What follows belongs to an exercise in optimizing a design on an open flow for a short achievable clock period and few clock cycles; a production flow would make more cautious choices.
RTL that was checked went through simulation tests only; none was proved equivalent to the original.
Function not checked in runs 2 and 3: the RTL went through the layout flow alone.
No activity file was given, so power comes from the tool's default toggle rates.

**flow/design.v**
```verilog
module dcache_ctrl #(
    parameter int INDEX_W = 4
) (
    input  logic          clk_i,
    input  logic          rst_i,
    input  logic          cpu_req_i,
    input  logic          cpu_we_i,
    input  logic [31:0]   cpu_addr_i,
    input  logic [31:0]   cpu_data_i,
    output logic [31:0]   cpu_data_o,
    output logic          cpu_stall_o,
    output logic          mem_req_o,
    output logic          mem_we_o,
    output logic [31:0]   mem_addr_o,
    output logic [127:0]  mem_data_o,
    input  logic [127:0]  mem_data_i,
    input  logic          mem_ack_i
);
    localparam int LINES = 1 << INDEX_W;
    localparam int TAG_W = 28 - INDEX_W;
    logic [LINES-1:0]     valid_q, dirty_q;
    logic [TAG_W-1:0]     tag_q [LINES];
    logic [127:0]         data_q [LINES];
    logic [TAG_W-1:0]     req_tag;
    logic [INDEX_W-1:0]   idx;
    logic [1:0]           off;
    logic [LINES-1:0]     line_hit;
    logic                 hit, victim_dirty, wb_done, fill, store_hit;
    logic [127:0]         fill_line;
    assign req_tag = cpu_addr_i[31:4+INDEX_W];
    assign idx     = cpu_addr_i[3+INDEX_W:4];
    assign off     = cpu_addr_i[3:2];
    always_comb
        for (int i = 0; i < LINES; i++)
            line_hit[i] = valid_q[i] & (tag_q[i] == req_tag);
    assign hit          = line_hit[idx];
    assign victim_dirty = valid_q[idx] & dirty_q[idx];
    assign mem_req_o  = cpu_req_i & ~hit;
    assign mem_we_o   = victim_dirty;
    assign mem_addr_o = {victim_dirty ? tag_q[idx] : req_tag, idx, 4'b0};
    assign mem_data_o = data_q[idx];
    assign wb_done   = mem_req_o & victim_dirty & mem_ack_i;
    assign fill      = mem_req_o & ~victim_dirty & mem_ack_i;
    assign store_hit = cpu_req_i & cpu_we_i & hit;
    assign cpu_stall_o = ~(hit | (mem_ack_i & ~victim_dirty));
    assign cpu_data_o  = mem_ack_i ? mem_data_i[{off, 5'b0} +: 32] : data_q[idx][{off, 5'b0} +: 32];
    always_comb begin
        fill_line = mem_data_i;
        if (cpu_we_i)
            fill_line[{off, 5'b0} +: 32] = cpu_data_i;
    end
    always_ff @(posedge clk_i) begin
        if (rst_i) begin
            valid_q <= '0;
            dirty_q <= '0;
        end else if (fill) begin
            valid_q[idx] <= 1'b1;
            dirty_q[idx] <= cpu_we_i;
        end else if (wb_done) begin
            dirty_q[idx] <= 1'b0;
        end else if (store_hit) begin
            dirty_q[idx] <= 1'b1;
        end
    end
    always_ff @(posedge clk_i) begin
        if (fill) begin
            data_q[idx] <= fill_line;
            tag_q[idx]  <= req_tag;
        end else if (store_hit) begin
            data_q[idx][{off, 5'b0} +: 32] <= cpu_data_i;
        end
    end
endmodule
```
**flow/run.sh**
```bash
#!/bin/bash
# synth_recipe.tcl (not shown) runs the flow's synth.tcl, then flattens the netlist and writes it again
# the make line also repeats each setting of config.mk as NAME=value (left out here)
make -C /OpenROAD-flow-scripts/flow DESIGN_CONFIG=/design/flow/config.mk WORK_HOME=/design/flow/orfs CLKGATE_MAP_FILE= SYNTH_SCRIPT=/design/flow/synth_recipe.tcl finish
```
**flow/config.mk**
```make
export PLATFORM = sky130hd
export DESIGN_NAME = dcache_ctrl
export DESIGN_NICKNAME = dcache_ctrl
export VERILOG_FILES = /design/flow/design.v
export SDC_FILE = /design/flow/constraint.sdc
export NUM_CORES = 4
export LEC_CHECK = 0
export ABC_CLOCK_PERIOD_IN_PS = 3500
export CAP_MARGIN = 20
export CORE_MARGIN = 2
export CORE_UTILIZATION = 40
export SETUP_SLACK_MARGIN = 3.0
export SLEW_MARGIN = 20
export TNS_END_PERCENT = 5
```
**flow/constraint.sdc**
```tcl
create_clock -name core_clock -period 7.0 [get_ports {clk_i}]
set_input_delay 1.4000 -clock core_clock [delete_from_list [all_inputs] [get_ports {clk_i}]]
set_output_delay 1.4000 -clock core_clock [all_outputs]
set_load 0.01 [all_outputs]
```
==> results of run 1 <==
==> worst max-delay path: cells and delay by family <==
family | cells | cell delay [ns]
mux | 3 | 1.69
buf+inv | 5 | 0.71
simple gates | 2 | 0.31
==> synth_stat cells, types with 4 or more instances <==
cell	n	area share (%)
mux2i_1	4	0.039
nor2_1	101	0.37
a32oi_1	64	0.55
ha_1	11	0.13
buf_4	46	0.34
o211ai_1	16	0.12
inv_1	8	0.029
a31oi_1	43	0.26
xnor2_1	200	1.7
or3b_1	4	0.034
o21ai_0	12	0.059
buf_1	45	0.16
buf_6	40	0.44
mux2_2	25	0.27
o22ai_1	103	0.63
buf_2	70	0.34
nand3_1	29	0.14
a22o_1	4	0.034
edfxtp_1	2432	71
dfxtp_1	32	0.63
mux4_2	825	18
nand2_1	242	0.89
xor2_1	184	1.6
nor4_1	54	0.33
clkbuf_1	136	0.50
nor3_1	14	0.068
nand4_1	58	0.35
a21oi_1	5	0.024
o21ai_1	43	0.21
==> kinds of logic (layout without fill, tap and decap cells) <==
group | count (synthesis) | in the layout | share of synthesized area (%)
flip-flops | 2464 | 2464 | 71.9
multiplexers | 855 | 855 | 18.5
AND/OR/NAND/NOR | 524 | 524 | 2.35
XOR/XNOR | 384 | 384 | 3.28
buffers and inverters | 348 | 1562 | 1.82
AO/OA/AOI/OAI | 305 | 305 | 2.03
adder cells (fa/ha/maj) | 11 | 11 | 0.134
other | 1 | 15 | 0.00366
==> metal layers <==
layer / track usage (%) / up-vias
met5: 0 / -
met4: 14.9 / 6
li1: - / 22700
met1: 34.6 / 31100
met3: 4.87 / 698
met2: 41.3 / 3495
==> worst paths after layout <==
path / to / cells after the start
min reg2reg: dirty_q[8] / 2
max reg2reg: data_q[14][92] / 12
min: dirty_q[8] / 2
max: cpu_data_o[16] / 10
==> metrics by stage <==
stage	cell area, um^2	total power, uW	utilization, %	instances	setup WS (ns)
5_1_grt	129000	34800	50.9	9481	1.40
3_3_place_gp	113000	19600	44.4	8612	0.431
2_1_floorplan	103000	18200	-	4895	2.03
4_1_cts	128000	34000	50.2	9390	1.45
3_5_place_dp	113000	19700	44.4	8617	0.226
6_report	129000	34100	50.9	9486	1.39
==> power by group <==
part           total, uW  internal [uW]  switching, uW
registers          16400          16400           23.6
logic               3650           1580           2070
clock network      14000           8240           5730
==> sequential cells by signal, summed over array words and instances (netlist names) <==
name and cells:
dirty_q 16, valid_q 16, data_q 2048, tag_q 384
==> cell type report <==
| type | count | area [um^2] |
|---|---|---|
| antenna | 11 | 27.5 |
| fill | 20000 | 125000 |
| timing repair buffer | 1081 | 14100 |
| tap | 3366 | 4210 |
| multi-input combinational | 2083 | 28800 |
| inverter | 11 | 48.8 |
| clock buffer | 335 | 7310 |
| sequential | 2464 | 73700 |
| clock inverter | 135 | 1240 |
==> timing repair <==
| item | 4_1_cts | 5_1_grt |
|---|---|---|
| setup endpoints to repair | 4699 | 4699 |
| resized for setup | 817 | 266 |
| buffers inserted | 229 | 74 |
| pin swaps | 56 | 21 |
| cloned | 74 | 9 |
| hold buffers | 0 | 0 |
==> results.py, run 1 <==
metrics = {
    "hold_path": {
        "worstHoldPathType": "flip-flop to flip-flop",
        "hp-start": "dirty_q[8]",
    },
    "setup_path": {
        "crit_path_cell_trace": "buf_16, buf_16, buf_12, buf_16, mux4_2, mux4_2, mux4_2, nand2_4, nand2_4, buf_6",
        "crit_path_end_kind": "output port",
        "rr_startpoint": "tag_q[14][11]",
        "required_ns": 5.60,
        "critical-path-slowest-cell": "mux4_2",
        "critical_path_class": "primary input to output port",
        "cp-startpoint": "cpu_addr_i[4]",
        "crit_fanout": 8,
        "reg2reg_setup_slack_ns": 2.73,
        "crit_arrival_ns": 4.21,
        "cp-start-kind": "primary input",
        "cpPeakStageDelay_ns": 0.65,
    },
    "placed_design": {
        "globalplace.congestion": 0.961,
        "port_buffers": 385,
        "dp_hpwl_um": 213000,
    },
    "routing": {
        "vias": 57900,
        "wire_per_inst_um": 36.7,
        "wl_met2_um": 164000,
        "drt_iter0_drc": 8055,
        "dr_wl_met3_um": 31700,
        "m1WireLength_um": 128000,
        "highest_layer": "met5",
        "drt_wl_total_um": 348000,
        "drt_first_pass_iters": 6,
        "ant_nets": 0,
        "route.detailed.drc": 0,
        "via_per_inst": 6.11,
    },
    "synth": {
        "ys_warn_count": 1,
        "async_flop_share_pct": 0,
        "syn_area_um2": 102000,
        "ys_ff_latch": 2464,
        "ys_seq_area_share_pct": 71.9,
        "synth_cell_types": 56,
        "synth_edf_count": 2432,
        "synth_cells": 4892,
        "synthFlopType": "edfxtp_1",
        "avgSynthCellArea_um2": 20.9,
    },
    "timing": {
        "setup_viol": 0,
        "max_freq_mhz": 178,
        "slew_viol_final": 0,
        "tightestPinTransition_ns": 1.20,
        "final_hold_viol_count": 0,
        "fin_crit_ns": 5.61,
        "hold_slack_ns": 0.482,
        "final.period_utilization_pct": 80.2,
        "rsz0062_at_grt": "true",
        "final.setup.tns_ns": 0,
        "skew_ns": 0.0848,
        "slew_headroom_pct": 19.8,
    },
    "layout": {
        "area_growth_pct": 26.3,
        "final_common_cell": "edfxtp_1",
        "post_route_cells_drive_above_1_share_pct": 37.9,
        "mostFrequentLayoutCells": "edfxtp_1 (2432), mux4_2 (825), clkbuf_16 (289), buf_4 (279), clkdlybuf4s50_1 (222)",
        "fin_nets": 6126,
    },
    "clock_network": {
        "htree_levels": 5,
        "cts_buffers": 277,
        "cts_sinks": 2464,
        "clockRootBuffer": "clkbuf_16",
        "clockBufferDepth": 4,
        "clkTransAtPathRegs_ns": 0.06,
        "worstSkewPairLatency_ns": 0.94,
        "cts_tree": "built",
    },
    "floorplanning": {
        "core_um2": 254000,
        "dieArea_um2": 260000,
        "start_util_pct": 40.3,
        "die_x_um": 510,
        "num_io_pins": 392,
        "fp-row-count": 185,
        "die_height_um": 510,
    },
    "run": {
        "max-cap-violations": 0,
    },
    "global_routing": {
        "grt_pass1_vias": 56100,
        "grt-ovfl-total": 0,
        "antenna_found_initial": 26,
        "grt_max_degree": 73,
        "grt_usage_pct": 26.3,
        "grt_pass1_wl_um": 466000,
    },
    "status": {
        "outcome": "no timing/DRC/antenna violations",
    },
    "power": {
        "power.density_nw_per_um2": 263,
        "p_leak_uw": 0.0420,
        "irDropWorstVdd_uv": 245,
    },
}
Testbench counts, summed over its fixed seeds: cycles 52,226.
==> inputs of run 2 (changes only) <==
--- a/flow/design.v
+++ b/flow/design.v
@@ -24,26 +24,44 @@
     logic [TAG_W-1:0]     req_tag;
     logic [INDEX_W-1:0]   idx;
     logic [1:0]           off;
-    logic [LINES-1:0]     line_hit;
+    logic [LINES-1:0]     line_sel, line_hit;
+    logic [4*LINES-1:0]   word_sel;
     logic                 hit, victim_dirty, wb_done, fill, store_hit;
-    logic [127:0]         fill_line;
+    logic [TAG_W-1:0]     victim_tag;
+    logic [127:0]         line_rd, fill_line;
+    logic [31:0]          word_rd;
     assign req_tag = cpu_addr_i[31:4+INDEX_W];
     assign idx     = cpu_addr_i[3+INDEX_W:4];
     assign off     = cpu_addr_i[3:2];
-    always_comb
-        for (int i = 0; i < LINES; i++)
+    always_comb begin
+        line_hit     = '0;
+        hit          = 1'b0;
+        victim_dirty = 1'b0;
+        victim_tag   = '0;
+        line_rd      = '0;
+        word_rd      = '0;
+        for (int i = 0; i < LINES; i++) begin
+            line_sel[i] = (idx == INDEX_W'(i));
             line_hit[i] = valid_q[i] & (tag_q[i] == req_tag);
-    assign hit          = line_hit[idx];
-    assign victim_dirty = valid_q[idx] & dirty_q[idx];
+            hit          = hit | (line_sel[i] & line_hit[i]);
+            victim_dirty = victim_dirty | (line_sel[i] & valid_q[i] & dirty_q[i]);
+            victim_tag   = victim_tag | ({TAG_W{line_sel[i]}} & tag_q[i]);
+            line_rd      = line_rd | ({128{line_sel[i]}} & data_q[i]);
+            for (int w = 0; w < 4; w++) begin
+                word_sel[4*i+w] = line_sel[i] & (off == 2'(w));
+                word_rd = word_rd | ({32{word_sel[4*i+w]}} & data_q[i][32*w +: 32]);
+            end
+        end
+    end
     assign mem_req_o  = cpu_req_i & ~hit;
     assign mem_we_o   = victim_dirty;
-    assign mem_addr_o = {victim_dirty ? tag_q[idx] : req_tag, idx, 4'b0};
-    assign mem_data_o = data_q[idx];
+    assign mem_addr_o = {victim_dirty ? victim_tag : req_tag, idx, 4'b0};
+    assign mem_data_o = line_rd;
     assign wb_done   = mem_req_o & victim_dirty & mem_ack_i;
     assign fill      = mem_req_o & ~victim_dirty & mem_ack_i;
     assign store_hit = cpu_req_i & cpu_we_i & hit;
     assign cpu_stall_o = ~(hit | (mem_ack_i & ~victim_dirty));
-    assign cpu_data_o  = mem_ack_i ? mem_data_i[{off, 5'b0} +: 32] : data_q[idx][{off, 5'b0} +: 32];
+    assign cpu_data_o  = mem_ack_i ? mem_data_i[{off, 5'b0} +: 32] : word_rd;
     always_comb begin
         fill_line = mem_data_i;
         if (cpu_we_i)
==> results.py, run 2 <==
metrics = {
    "status": {
        "outcome": "no timing/DRC/antenna violations",
    },
    "setup_path": {
        "crit_fanout": 6,
        "reg2reg_depth": 12,
        "crit_arrival_ns": 4.26,
        "cp-start-kind": "primary input",
        "critical_path_class": "primary input to output port",
        "crit_path_end_kind": "output port",
        "reg2reg_setup_slack_ns": 2.55,
        "required_ns": 5.60,
        "r2r_end": "data_q[12][106]",
        "rr_startpoint": "tag_q[1][19]",
    },
    "synth": {
        "avgSynthCellArea_um2": 16.3,
        "async_flop_share_pct": 0,
        "synth_cells": 6059,
        "synthXorXnorAreaFrac_pct": 3.45,
        "synthFlopType": "edfxtp_1",
        "synth_simple_gate_area_share_pct": 5.22,
        "ys_seq_area_share_pct": 74.8,
        "synth_fa_ha_area_share_pct": 0.165,
        "ys_warn_count": 1,
        "synth_mux_area_share_pct": 0.879,
        "synthTopCellsByCount": "edfxtp_1 (2432), a22o_1 (461), a221oi_1 (443)",
        "synth_compound_area_share_pct": 13.3,
        "ys_ff_latch": 2464,
        "synth_cell_types": 71,
        "syn_area_um2": 98500,
        "synth_edf_count": 2432,
        "synth_area_leader_cell": "edfxtp_1",
        "yosysTopAreaCellShare_pct": 74.1,
        "synthTopCellsByArea": "edfxtp_1 (74%), a22o_1 (4.1%), a221oi_1 (3.9%), xor2_1 (3.4%), a22oi_1 (2.2%)",
        "synth_top_family_by_area": "compound AO/OA/AOI/OAI gates",
        "yosysMostFrequentCell": "edfxtp_1",
    },
    "run": {
        "max-cap-violations": 0,
    },
    "clock_network": {
        "cts_tree": "built",
        "cts_sinks": 2464,
        "htree_levels": 5,
        "ctsHoldBuffers": 0,
        "cts_buffers": 274,
        "clockRootBuffer": "clkbuf_16",
        "clockBufferDepth": 4,
        "worstSkewPairLatency_ns": 0.96,
        "clkTransAtPathRegs_ns": 0.06,
    },
    "routing": {
        "drt_iter0_drc": 12600,
        "drt_wl_total_um": 445000,
        "ant_nets": 0,
        "drt_first_pass_iters": 8,
        "route.detailed.drc": 0,
        "vias": 73100,
        "wire_per_inst_um": 40.6,
        "via_per_inst": 6.67,
    },
    "timing": {
        "slew_headroom_pct": 17.6,
        "slew_viol_final": 0,
        "rsz0062_at_grt": "true",
        "skew_ns": 0.0843,
        "fin_ws_ns": 1.34,
        "max_freq_mhz": 177,
        "setup_viol": 0,
        "final_hold_viol_count": 0,
        "fin_crit_ns": 5.66,
        "final.setup.tns_ns": 0,
        "tightestPinTransition_ns": 1.24,
        "final.period_utilization_pct": 80.9,
    },
    "placed_design": {
        "place_area_um2": 112000,
        "port_buffers": 385,
        "place_ws_ns": 0.180,
        "globalplace.congestion": 0.948,
        "dp_hpwl_um": 272000,
    },
    "hold_path": {
        "min_to": "dirty_q[14]",
        "holdPathStages": 2,
        "worstHoldPathType": "flip-flop to flip-flop",
        "hp-start": "dirty_q[14]",
    },
    "global_routing": {
        "grt_pass1_vias": 67800,
        "grt_max_degree": 66,
        "grt-ovfl-total": 0,
        "grt_pass1_wl_um": 588000,
        "antenna_found_initial": 25,
        "grt_usage_pct": 34.4,
    },
    "layout": {
        "mostFrequentLayoutCells": "edfxtp_1 (2432), buf_4 (641), a22o_1 (460), buf_6 (370), xor2_1 (341)",
        "top_register": "data_q",
        "area_growth_pct": 35.2,
        "stdcell_area_um2": 133000,
        "fin_nets": 7764,
        "multi_input_area_um2": 27300,
        "post_route_cells_drive_above_1_share_pct": 32.8,
        "final_common_cell": "edfxtp_1",
        "regArea_um2": 73700,
        "reg_top3": "data_q: 2048 flops, tag_q: 384 flops",
        "fillerInstances": 19300,
        "final_util_pct": 54.2,
        "largest_reg_flops": 2048,
    },
    "floorplanning": {
        "num_io_pins": 392,
        "die_x_um": 500,
        "fp-row-count": 182,
        "dieArea_um2": 250000,
        "core_um2": 245000,
        "start_util_pct": 40.1,
        "die_height_um": 500,
    },
    "power": {
        "p_leak_uw": 0.0448,
        "irDropWorstVdd_uv": 183,
        "netSwitchingFraction_pct": 24.1,
        "power.density_nw_per_um2": 256,
        "power.switching_uw": 8220,
        "power.internal_uw": 25900,
        "pwr-share-seq_pct": 48.6,
        "clockPowerShare_pct": 40.2,
        "finalPower_uw": 34100,
        "comb_power_share_pct": 11.2,
    },
}
[run 2: worst max path at each step]
stage	start	endpoint	slack, ns	cells after the start
global route	cpu_addr_i[5]	cpu_data_o[30]	1.31	17
global placement	cpu_addr_i[4]	cpu_data_o[22]	0.17	15
CTS	cpu_addr_i[5]	cpu_data_o[23]	1.44	17
finish	cpu_addr_i[5]	cpu_data_o[12]	1.34	18
floorplan	cpu_addr_i[4]	mem_addr_o[17]	2.17	11
detailed placement	cpu_addr_i[4]	cpu_data_o[22]	0.18	15
[run 2: worst max-delay path, stage by stage]
cell,delay [ns]
buf_6,0.08
buf_12,0.15
inv_12,0.04
ha_4,0.15
buf_6,0.12
and3b_4,0.24
buf_12,0.15
buf_16,0.15
buf_12,0.13
buf_12,0.12
buf_6,0.11
a22o_1,0.20
a221oi_2,0.22
nand4_1,0.15
buf_4,0.19
a22oi_2,0.28
a31oi_4,0.15
buf_2,0.18
[run 2: area by class of cell]
| class | instances | share of cell area, % |
|---|---|---|
| inverters | 38 | 0.135 |
| diodes | 8 | 0.0150 |
| flip-flops and latches | 2464 | 55.3 |
| repair buffers | 1667 | 14.8 |
| clock inverters | 124 | 0.774 |
| clock buffers | 334 | 5.43 |
| well taps | 3220 | 3.03 |
| multi-input cells | 3109 | 20.5 |
[run 2: logic make-up after synthesis]
| logic type | Yosys count |
|---|---|
| xor gates and xnor gates | 387 |
| other | 1 |
| DFF | 2464 |
| AOI/OAI and AO/OA | 1647 |
| buffers and inverters | 489 |
| and+or+nand+nor | 1012 |
| adders and majority gates | 13 |
| muxes | 46 |
[run 2: timing repair]
action	CTS	global route
pin swaps	302	207
setup endpoints to repair	4702	4684
gates resized for setup	1622	346
gates cloned	60	4
buffers inserted	407	128
[run 2: layer usage]
metal	track usage [%]	vias to the layer above	part of all wire, %
li1	-	28200	-
met1	43.5	37200	34
met2	52.0	6408	44
met3	10.2	1300	14
met4	21.5	12	7.5
met5	0	-	0.018
[run 2: metrics by stage]
| stage | hold WS, ns | cells |
|---|---|---|
| 3_3_place_gp | 0.455 | 9897 |
| 2_1_floorplan | 0.437 | 6062 |
| 3_5_place_dp | 0.470 | 9898 |
| 5_1_grt | 0.509 | 11000 |
| 4_1_cts | 0.485 | 10800 |
| 6_report | 0.481 | 11000 |
[run 2: power by group through the flow]
stage	Combinational, uW	Clock (uW)	Sequential, uW
after floorplan	1130	0	16800
after global placement	2940	0	16800
after detailed placement	2960	0	16900
after CTS	3540	13700	16600
after global routing	3870	14300	16600
final	3830	13700	16600
==> inputs of run 3 (changes only) <==
==> flow/design.v (replaced) <==
module dcache_ctrl #(
    parameter int INDEX_W = 4
) (
    input  logic          clk_i,
    input  logic          rst_i,
    input  logic          cpu_req_i,
    input  logic          cpu_we_i,
    input  logic [31:0]   cpu_addr_i,
    input  logic [31:0]   cpu_data_i,
    output logic [31:0]   cpu_data_o,
    output logic          cpu_stall_o,
    output logic          mem_req_o,
    output logic          mem_we_o,
    output logic [31:0]   mem_addr_o,
    output logic [127:0]  mem_data_o,
    input  logic [127:0]  mem_data_i,
    input  logic          mem_ack_i
);
    localparam int LINES = 1 << INDEX_W;
    localparam int TAG_W = 28 - INDEX_W;
    typedef enum logic [1:0] {IDLE, WRITEBACK, ALLOCATE} state_t;
    state_t               state_q, state_d;
    logic [LINES-1:0]     valid_q, dirty_q;
    logic [TAG_W-1:0]     tag_q [LINES];
    logic [127:0]         data_q [LINES];
    logic [TAG_W-1:0]     req_tag;
    logic [INDEX_W-1:0]   idx;
    logic [1:0]           off;
    logic                 hit, refill, store_hit;
    logic                 unused_byte_bits;
    assign req_tag          = cpu_addr_i[31:4+INDEX_W];
    assign idx              = cpu_addr_i[3+INDEX_W:4];
    assign off              = cpu_addr_i[3:2];
    assign unused_byte_bits = ^cpu_addr_i[1:0];
    assign hit         = (state_q == IDLE) & valid_q[idx] & (tag_q[idx] == req_tag);
    assign refill      = (state_q == ALLOCATE) & mem_ack_i & ~rst_i;
    assign store_hit   = cpu_req_i & cpu_we_i & hit;
    assign cpu_stall_o = cpu_req_i & ~hit;
    assign cpu_data_o  = (cpu_req_i & hit & ~cpu_we_i) ? data_q[idx][{off, 5'b0} +: 32] : '0;
    assign mem_data_o  = data_q[idx];
    always_comb begin
        state_d    = state_q;
        mem_req_o  = 1'b0;
        mem_we_o   = 1'b0;
        mem_addr_o = {req_tag, idx, 4'b0};
        case (state_q)
            IDLE: begin
                if (cpu_req_i && !hit)
                    state_d = (valid_q[idx] && dirty_q[idx]) ? WRITEBACK : ALLOCATE;
            end
            WRITEBACK: begin
                mem_req_o  = 1'b1;
                mem_we_o   = 1'b1;
                mem_addr_o = {tag_q[idx], idx, 4'b0};
                if (mem_ack_i)
                    state_d = ALLOCATE;
            end
            ALLOCATE: begin
                mem_req_o = 1'b1;
                if (mem_ack_i)
                    state_d = IDLE;
            end
            default: state_d = IDLE;
        endcase
    end
    always_ff @(posedge clk_i) begin
        if (rst_i)
            state_q <= IDLE;
        else
            state_q <= state_d;
    end
    always_ff @(posedge clk_i) begin
        if (rst_i) begin
            valid_q <= '0;
            dirty_q <= '0;
        end else if (refill) begin
            valid_q[idx] <= 1'b1;
            dirty_q[idx] <= 1'b0;
        end else if (store_hit) begin
            dirty_q[idx] <= 1'b1;
        end
    end
    always_ff @(posedge clk_i) begin
        if (refill) begin
            data_q[idx] <= mem_data_i;
            tag_q[idx]  <= req_tag;
        end else if (store_hit) begin
            data_q[idx][{off, 5'b0} +: 32] <= cpu_data_i;
        end
    end
endmodule
==> flow/config.mk (replaced) <==
export PLATFORM = sky130hd
export DESIGN_NAME = dcache_ctrl
export DESIGN_NICKNAME = dcache_ctrl
export VERILOG_FILES = /design/flow/design.v
export SDC_FILE = /design/flow/constraint.sdc
export NUM_CORES = 4
export LEC_CHECK = 0
export CAP_MARGIN = 20
export CORE_MARGIN = 2
export CORE_UTILIZATION = 40
export SLEW_MARGIN = 20
==> results.py, run 3 <==
metrics = {
    "status": {
        "outcome": "no timing/DRC/antenna violations",
    },
    "routing": {
        "ant_nets": 0,
        "vias": 48900,
        "dr_wl_met3_um": 21800,
        "via_per_inst": 5.90,
        "m1WireLength_um": 115000,
        "wire_per_inst_um": 34.8,
        "drt_first_pass_iters": 6,
        "highest_layer": "met5",
        "route.detailed.drc": 0,
        "drt_iter0_drc": 5751,
        "drt_wl_total_um": 288000,
        "wl_met2_um": 140000,
    },
    "power": {
        "power.density_nw_per_um2": 272,
        "p_leak_uw": 0.0360,
        "finalPower_uw": 31400,
        "irDropWorstVdd_uv": 232,
    },
    "layout": {
        "final_common_cell": "edfxtp_1",
        "area_growth_pct": 18.1,
        "post_route_cells_drive_above_1_share_pct": 30.2,
        "final_util_pct": 47.5,
        "fin_nets": 5058,
        "largest_reg_flops": 2048,
        "final_cells": 8282,
        "top_register": "data_q",
        "mostFrequentLayoutCells": "edfxtp_1 (2432), mux4_2 (731), clkdlybuf4s50_1 (377), clkbuf_16 (243), buf_4 (167)",
        "stdcell_area_um2": 116000,
        "reg_top3": "data_q: 2048 flops, tag_q: 384 flops, valid_q: 16 flops",
        "fillerInstances": 19900,
    },
    "synth": {
        "synth_simple_gate_area_share_pct": 1.35,
        "synth_edf_count": 2432,
        "synthTopCellsByCount": "edfxtp_1 (2432), mux4_2 (731), nor2_1 (117)",
        "ys_warn_count": 1,
        "yosysMostFrequentCell": "edfxtp_1",
        "synth_mux_area_share_pct": 20.1,
        "synthFlopType": "edfxtp_1",
        "synth_compound_area_share_pct": 1.31,
        "synth_area_leader_cell": "edfxtp_1",
        "yosysTopAreaCellShare_pct": 74.7,
        "synthTopCellsByArea": "edfxtp_1 (75%), mux4_2 (17%), mux2_4 (1.4%), mux2i_1 (1.2%), dfxtp_1 (0.70%)",
        "synth_cell_types": 70,
        "synthXorXnorAreaFrac_pct": 0.287,
        "syn_area_um2": 97800,
        "ys_ff_latch": 2466,
        "async_flop_share_pct": 0,
        "ys_seq_area_share_pct": 75.4,
        "synth_top_family_by_area": "multiplexers",
        "synth_cells": 4227,
        "avgSynthCellArea_um2": 23.1,
        "synth_fa_ha_area_share_pct": 0.102,
    },
    "clock_network": {
        "cts_tree": "built",
        "worstSkewPairLatency_ns": 0.90,
        "cts_buffers": 241,
        "cts_sinks": 2466,
        "clockRootBuffer": "clkbuf_16",
        "clockBufferDepth": 3,
        "post-cts-setup-buffer-count": 0,
        "clkTransAtPathRegs_ns": 0.06,
        "htree_levels": 4,
    },
    "setup_path": {
        "crit_path_cell_trace": "buf_12, buf_12, buf_12, mux4_2, a32oi_1, nand4_1, a211oi_2, nand4_1, or3_2, buf_12, buf_4, nor2b_1, clkdlybuf4s50_1",
        "reg2reg_depth": 11,
        "crit_path_end_kind": "output port",
        "cp-start-kind": "primary input",
        "critical_path_class": "primary input to output port",
        "crit_fanout": 40,
        "cpMostUsedCell": "buf_12",
        "rr_startpoint": "tag_q[13][13]",
        "cp.depth": 13,
        "cp-startpoint": "cpu_addr_i[4]",
        "required_ns": 5.60,
        "crit_family": "buffers and inverters",
        "reg2reg_setup_slack_ns": 2.43,
        "r2r_end": "data_q[0][11]",
        "cpPeakStageDelay_ns": 0.57,
        "cp.buffers_inverters": 6,
        "crit_end": "cpu_data_o[22]",
        "critical-path-slowest-cell": "mux4_2",
        "crit_arrival_ns": 5.45,
    },
    "global_routing": {
        "grt_usage_pct": 22.9,
        "antenna_found_initial": 29,
        "grt_pass1_vias": 48300,
        "grt_max_degree": 125,
        "grt-ovfl-total": 0,
        "grt_pass1_wl_um": 394000,
    },
    "hold_path": {
        "worstHoldPathType": "flip-flop to flip-flop",
    },
    "timing": {
        "slew_viol_final": 0,
        "skew_ns": 0.0641,
        "fin_crit_ns": 6.85,
        "final.period_utilization_pct": 97.8,
        "tightestPinTransition_ns": 1.18,
        "slew_headroom_pct": 21.0,
        "final.setup.tns_ns": 0,
        "setup_viol": 0,
        "final_hold_viol_count": 0,
        "max_freq_mhz": 146,
        "rsz0062_at_grt": "false",
    },
    "floorplanning": {
        "core_um2": 243000,
        "die_x_um": 499,
        "num_io_pins": 392,
        "dieArea_um2": 249000,
        "fp-row-count": 181,
        "start_util_pct": 40.2,
        "die_height_um": 499,
    },
    "run": {
        "max-cap-violations": 0,
    },
    "placed_design": {
        "dp_hpwl_um": 176000,
        "dpl.cell_count": 7812,
        "place_area_um2": 108000,
        "port_buffers": 385,
        "globalplace.congestion": 0.810,
    },
}
run 3: cell count changes after synthesis, sizes merged, moves of 89 or more:
| cell | previous run | this run |
|---|---|---|
| nor4 | 123 | 4 |
| mux4 | 32 | 731 |
| nand2 | 290 | 56 |
| o21ai | 178 | 29 |
| nand4 | 203 | 4 |
| a22o | 461 | 3 |
| xor2 | 386 | 8 |
| a221oi | 443 | 3 |
| clkbuf | 297 | 113 |
| mux2i | 10 | 118 |
| mux2 | 4 | 143 |
| nor2 | 206 | 117 |
| a22oi | 286 | 35 |
run 3: area by class of cell:
cell class / instances / area [um^2] / share of cell area, %
diodes: 25 / 62.6 / 0.0541
clock buffers: 294 / 6270 / 5.43
clock inverters: 151 / 1490 / 1.29
inverters: 26 / 97.6 / 0.0844
multi-input cells: 1490 / 23300 / 20.1
flip-flops and latches: 2466 / 73700 / 63.8
well taps: 3202 / 4010 / 3.47
repair buffers: 628 / 6660 / 5.77
run 3: what timing repair did:
| action | in CTS | in global routing |
|---|---|---|
| hold buffers | 0 | 0 |
| endpoints found under the setup margin | 0 | 25 |
| resized for setup | 0 | 1 |
run 3: metrics by stage:
| step | worst slack [ns] | hold WS [ns] |
|---|---|---|
| after floorplan | 1.13 | 0.432 |
| after global placement | 0.105 | 0.445 |
| after CTS | 0.0542 | 0.469 |
| after global routing | 0.0581 | 0.490 |
| after detailed placement | 0.0703 | 0.454 |
| final | 0.153 | 0.468 |
run 3: report_power, final:
part | switching, uW | internal [uW]
combinational | 1390 | 953
sequential | 21.0 | 16300
clock | 5610 | 7140
total | 7020 | 24400
run 3: logic make-up after synthesis:
group                      after synthesis
buffers and inverters                  274
muxes                                  992
and+or+nand+nor                        279
AOI/OAI and AO/OA                      175
adders and majority gates                8
other                                    1
DFF                                   2466
xor gates and xnor gates                32
run 3: worst min-delay path by stage:
stage                     from         end  depth (start not counted)
global route        valid_q[2]  valid_q[2]                          1
floorplan           valid_q[0]  valid_q[0]                          2
finish              valid_q[9]  valid_q[9]                          1
CTS                 valid_q[9]  valid_q[9]                          1
global placement    valid_q[9]  valid_q[9]                          1
detailed placement  valid_q[9]  valid_q[9]                          1
run 3: per-layer routing:
layer	vias to the layer above	GRT usage [%]
met5	-	0
met4	16	8.81
met3	384	4.30
met2	2190	36.7
met1	26900	31.3
li1	19400	-

afterwards: timing with drivers on the ports:
The results above use ideal ports. As a check the final layouts listed here were re-extracted and re-timed, cells and wires unchanged.
Step 1, drivers: a clkbuf_16 drives clk_i and a buf_2 each remaining input, both assumed.
Step 2 times the ports against the registers' clock, not the clock port: input delays grow and output delays shrink by t, the midpoint of the rising clock arrivals with the driver on.
Slacks: no drivers / after step 1 / after step 2; pairs: no drivers / after step 1.
run	t (ns)	setup slack, ns	worst register clock-pin slew, ns
run 1	0.990	1.387 / 0.943 / 0.849	0.07 / 0.07
run 2	1.016	1.340 / 1.298 / 0.939	0.07 / 0.07
run 3	0.971	0.153 / 0.090 / 0.090	0.07 / 0.07
After both steps setup and hold are still met in every run listed. For run 1, which loses most, drivers alone change the setup slack by -0.444 ns; drivers and shift together by -0.538 ns.
